Background: an optimization exercise with open tools, aiming at small area, a short achievable clock period and few clock cycles per item. Do not read the settings as production practice.
The RTL was checked by simulation tests, not by an equivalence proof against the original design.
Power is estimated from default activity; no workload was simulated.

==> v11: inputs <==
==> flow/design.v (excerpt) <==
module anc_top
(
    input  logic                clk,
    input  logic                rstn,
    input  logic                head_flag,
    input  anc_pkg::frame_in_t  frame,
    output anc_pkg::sample_t    dout,
    output logic                frame_done
);
==> module anc_ref_delay_line, before the edit <==
module anc_ref_delay_line
(
    input  logic              clk,
    input  logic              srstn,
    input  anc_pkg::sample_t  noise_ref,
    input  logic [10:0]       ph,
    input  logic              active,
    output logic [6:0]        ubo,
    output logic [6:0]        ubt,
    output logic [6:0]        ubn,
    output logic [6:0]        fbo,
    output logic [6:0]        fbt,
    output logic [6:0]        fbn
);
    anc_pkg::sample_t q [8];
    logic             turn;
    logic             shift;
    logic [6:0]       qbo, qbt, qbn;
    logic [6:0]       nbo, nbt, nbn;
    assign turn  = |ph[8:1];
    assign shift = ph[0] && active;
    anc_booth_enc i_enc_q (
        .x  (q[0]),
        .bo (qbo),
        .bt (qbt),
        .bn (qbn)
    );
    anc_booth_enc i_enc_n (
        .x  (noise_ref),
        .bo (nbo),
        .bt (nbt),
        .bn (nbn)
    );
    always_ff @(posedge clk)
    begin
        if (!srstn)
        begin
            for (int k = 0; k < 8; k++)
                q[k] <= '0;
        end
        else if (turn || shift)
        begin
            for (int k = 0; k < 7; k++)
                q[k] <= q[k+1];
            q[7] <= shift ? noise_ref : q[0];
        end
    end
    always_ff @(posedge clk)
    begin
        begin
            ubo <= qbo;
            ubt <= qbt;
            ubn <= qbn;
            if (ph[10])
            begin
                fbo <= nbo;
                fbt <= nbt;
                fbn <= nbn;
            end
            else
            begin
                fbo <= ubo;
                fbt <= ubt;
                fbn <= ubn;
            end
        end
    end
endmodule
==> module anc_top, before the edit <==
module anc_top
(
    input  logic                clk,
    input  logic                rstn,
    input  logic                head_flag,
    input  anc_pkg::frame_in_t  frame,
    output anc_pkg::sample_t    dout,
    output logic                frame_done
);
    logic              rst_q1;
    logic              rst_q2;
    logic              srstn;
    logic [10:0]       ph;
    logic              active;
    logic              wz;
    logic [6:0]        ubo, ubt, ubn;
    logic [6:0]        fbo, fbt, fbn;
    logic [13:0]       pa_n;
    logic [13:0]       pb_n;
    anc_pkg::sample_t  err_a;
    anc_pkg::sample_t  err_b;
    always_ff @(posedge clk or negedge rstn)
    begin
        if (!rstn)
        begin
            rst_q1 <= 1'b0;
            rst_q2 <= 1'b0;
        end
        else
        begin
            rst_q1 <= 1'b1;
            rst_q2 <= rst_q1;
        end
    end
    assign srstn = rst_q2;
    anc_sequencer i_sequencer (
        .clk        (clk),
        .rstn       (rstn),
        .srstn      (srstn),
        .head_flag  (head_flag),
        .ph         (ph),
        .active     (active),
        .wz         (wz),
        .frame_done (frame_done)
    );
    anc_ref_delay_line i_ref_delay_line (
        .clk       (clk),
        .srstn     (srstn),
        .noise_ref (frame.noise_ref),
        .ph        (ph),
        .active    (active),
        .ubo       (ubo),
        .ubt       (ubt),
        .ubn       (ubn),
        .fbo       (fbo),
        .fbt       (fbt),
        .fbn       (fbn)
    );
    always_ff @(posedge clk)
    begin
        pa_n <= ~frame.primary_a;
        pb_n <= ~frame.primary_b;
    end
    anc_channel i_channel_a (
        .clk    (clk),
        .srstn  (srstn),
        .pn     (pa_n),
        .ph     (ph),
        .active (active),
        .wz     (wz),
        .ubo    (ubo),
        .ubt    (ubt),
        .ubn    (ubn),
        .fbo    (fbo),
        .fbt    (fbt),
        .fbn    (fbn),
        .err    (err_a)
    );
    anc_channel i_channel_b (
        .clk    (clk),
        .srstn  (srstn),
        .pn     (pb_n),
        .ph     (ph),
        .active (active),
        .wz     (wz),
        .ubo    (ubo),
        .ubt    (ubt),
        .ubn    (ubn),
        .fbo    (fbo),
        .fbt    (fbt),
        .fbn    (fbn),
        .err    (err_b)
    );
    always_ff @(posedge clk or negedge rstn)
    begin
        if (!rstn)
            dout <= '0;
        else if (active && ph[7])
            dout <= err_a + err_b;
    end
endmodule
Settings: LEC_CHECK=0, CAP_MARGIN=20, CORE_MARGIN=2, CORE_UTILIZATION=70, CTS_CLUSTER_DIAMETER=80, CTS_CLUSTER_SIZE=24, SLEW_MARGIN=20; clock period 13.0 ns.
standard.sh (not shown) runs the stock make flow with config.mk's settings and CLKGATE_MAP_FILE= SYNTH_SCRIPT=/design/flow/synth_recipe.tcl, a recipe that flattens the netlist after the stock synthesis.
==> flow/flow/run.sh <==
#!/bin/bash
set -euo pipefail
bash standard.sh SETUP_SLACK_MARGIN=9.25 "BUFFER_PORTS_ARGS=-buffer_cell sky130_fd_sc_hd__buf_2" finish > run_make.log 2>&1
==> v23 (differences from v11) <==
--- a/flow/design.v
+++ b/flow/design.v
@@ -81,4 +81,5 @@
 );
     anc_pkg::sample_t q [8];
+    anc_pkg::sample_t nr_q;
     logic             turn;
     logic             shift;
@@ -101,4 +102,9 @@
     always_ff @(posedge clk)
     begin
+        if (ph[10])
+            nr_q <= noise_ref;
+    end
+    always_ff @(posedge clk)
+    begin
         if (!srstn)
         begin
@@ -110,5 +116,5 @@
             for (int k = 0; k < 7; k++)
                 q[k] <= q[k+1];
-            q[7] <= shift ? noise_ref : q[0];
+            q[7] <= shift ? nr_q : q[0];
         end
     end
@@ -1555,6 +1561,4 @@
     output logic                frame_done
 );
-    logic              rst_q1;
-    logic              rst_q2;
     logic              srstn;
     logic [10:0]       ph;
@@ -1570,15 +1574,8 @@
     begin
         if (!rstn)
-        begin
-            rst_q1 <= 1'b0;
-            rst_q2 <= 1'b0;
-        end
+            srstn <= 1'b0;
         else
-        begin
-            rst_q1 <= 1'b1;
-            rst_q2 <= rst_q1;
-        end
+            srstn <= 1'b1;
     end
-    assign srstn = rst_q2;
     anc_sequencer i_sequencer (
         .clk        (clk),
@@ -1606,6 +1603,9 @@
     always_ff @(posedge clk)
     begin
-        pa_n <= ~frame.primary_a;
-        pb_n <= ~frame.primary_b;
+        if (ph[10])
+        begin
+            pa_n <= ~frame.primary_a;
+            pb_n <= ~frame.primary_b;
+        end
     end
     anc_channel i_channel_a (
==> flow/flow/run.sh (replaced) <==
#!/bin/bash
set -euo pipefail
bash standard.sh SETUP_SLACK_MARGIN=9.4 finish > run_make.log 2>&1
- CORE_UTILIZATION: 70 -> 40
- CTS_CLUSTER_DIAMETER: 80 -> default
- CTS_CLUSTER_SIZE: 24 -> default
==> notes <==
v23 ran to the end with no violations. v11 went through all stages and came out clean. Against v11, the die area of v23 is higher by 76%. Of v11 and v23, v23 has the higher combinational power (gap about 3%, measured against v23). Of v11 and v23, v23 has the higher register-to-register slack (gap 0.10 ns). Against v23, the non-clock buffer count of v11 is lower by 5. In v11 the setup slack is better than in v23, by 0.12 ns. Between v11 and v23, the lower sequential cell count is in v11 (gap 13). Critical path depth is the same in v11 and v23. Total power: v23 is higher than v11 (about 18%). Of v23 and v11, v11 has the higher maximum frequency (gap 3.1%, measured against v11).
==> figures <==
item                                                       v11             v23
Die area                                             83400 µm²      147000 µm²
Highest attainable clock frequency                     262 MHz         254 MHz
Number of global-route vias before repair                37753           39019
Worst R2R Path Depth                                        12              11
Highest metal layer with signal wires                     met4            met5
Total inserted antenna cells                                 0               3
Outcome                                         finished clean  finished clean
Fraction of area in multi-input gates                    51.5%           48.2%
Seq area share                                           38.3%           36.7%
Average size of a mapped cell                         10.5 µm²        10.6 µm²
Clock H-tree levels                                          2               3
Cell at the slowest stage of the critical path         dfrtp_1         dfrtp_2
Routed vias                                              37365           38011
Multi-input combinational cell area                  30700 µm²       31000 µm²
Average vias per placed instance                          5.92            5.19
Antenna violations before repair                             1               6
Combinational logic power                              2.52 mW         2.59 mW
Post-synthesis cell area                             56800 µm²       57700 µm²
Leakage power of the design                            24.8 nW         26.1 nW
Testbench counts of v11, summed over its fixed seeds: cycles 35,200, frames 3,200.
Testbench counts of v23, summed over its fixed seeds: cycles 35,192, frames 3,200.

## afterwards: timing with drivers on the ports
The flow's constraints put no driver on any port. The routed layouts listed below were extracted and timed again, unchanged, in two steps. Step 1 (the two cells are an assumption about what drives the block):
set clk [get_ports {clk}]
set_driving_cell -lib_cell sky130_fd_sc_hd__clkbuf_16 $clk
set_driving_cell -lib_cell sky130_fd_sc_hd__buf_2 [delete_from_list [all_inputs] $clk]
Step 2, shift: input delay + t, output delay - t, t = (earliest + latest rising clock arrival at the registers) / 2. This alone moves slack from input paths to output paths. Three values: ideal ports, drivers, drivers and shift; two values: the first two.
| run | t (ns) | setup WS [ns] | worst hold slack (ns) |
|---|---|---|---|
| v11 | 0.730 | 9.188 / 9.119 / 9.256 | 0.320 / 0.320 / 0.320 |
| v23 | 0.820 | 9.065 / 8.989 / 8.637 | 0.307 / 0.307 / 0.307 |
After both steps setup and hold are still met in every run listed. For v23, which loses most, drivers alone change the setup slack by -0.076 ns; drivers and shift together by -0.428 ns.
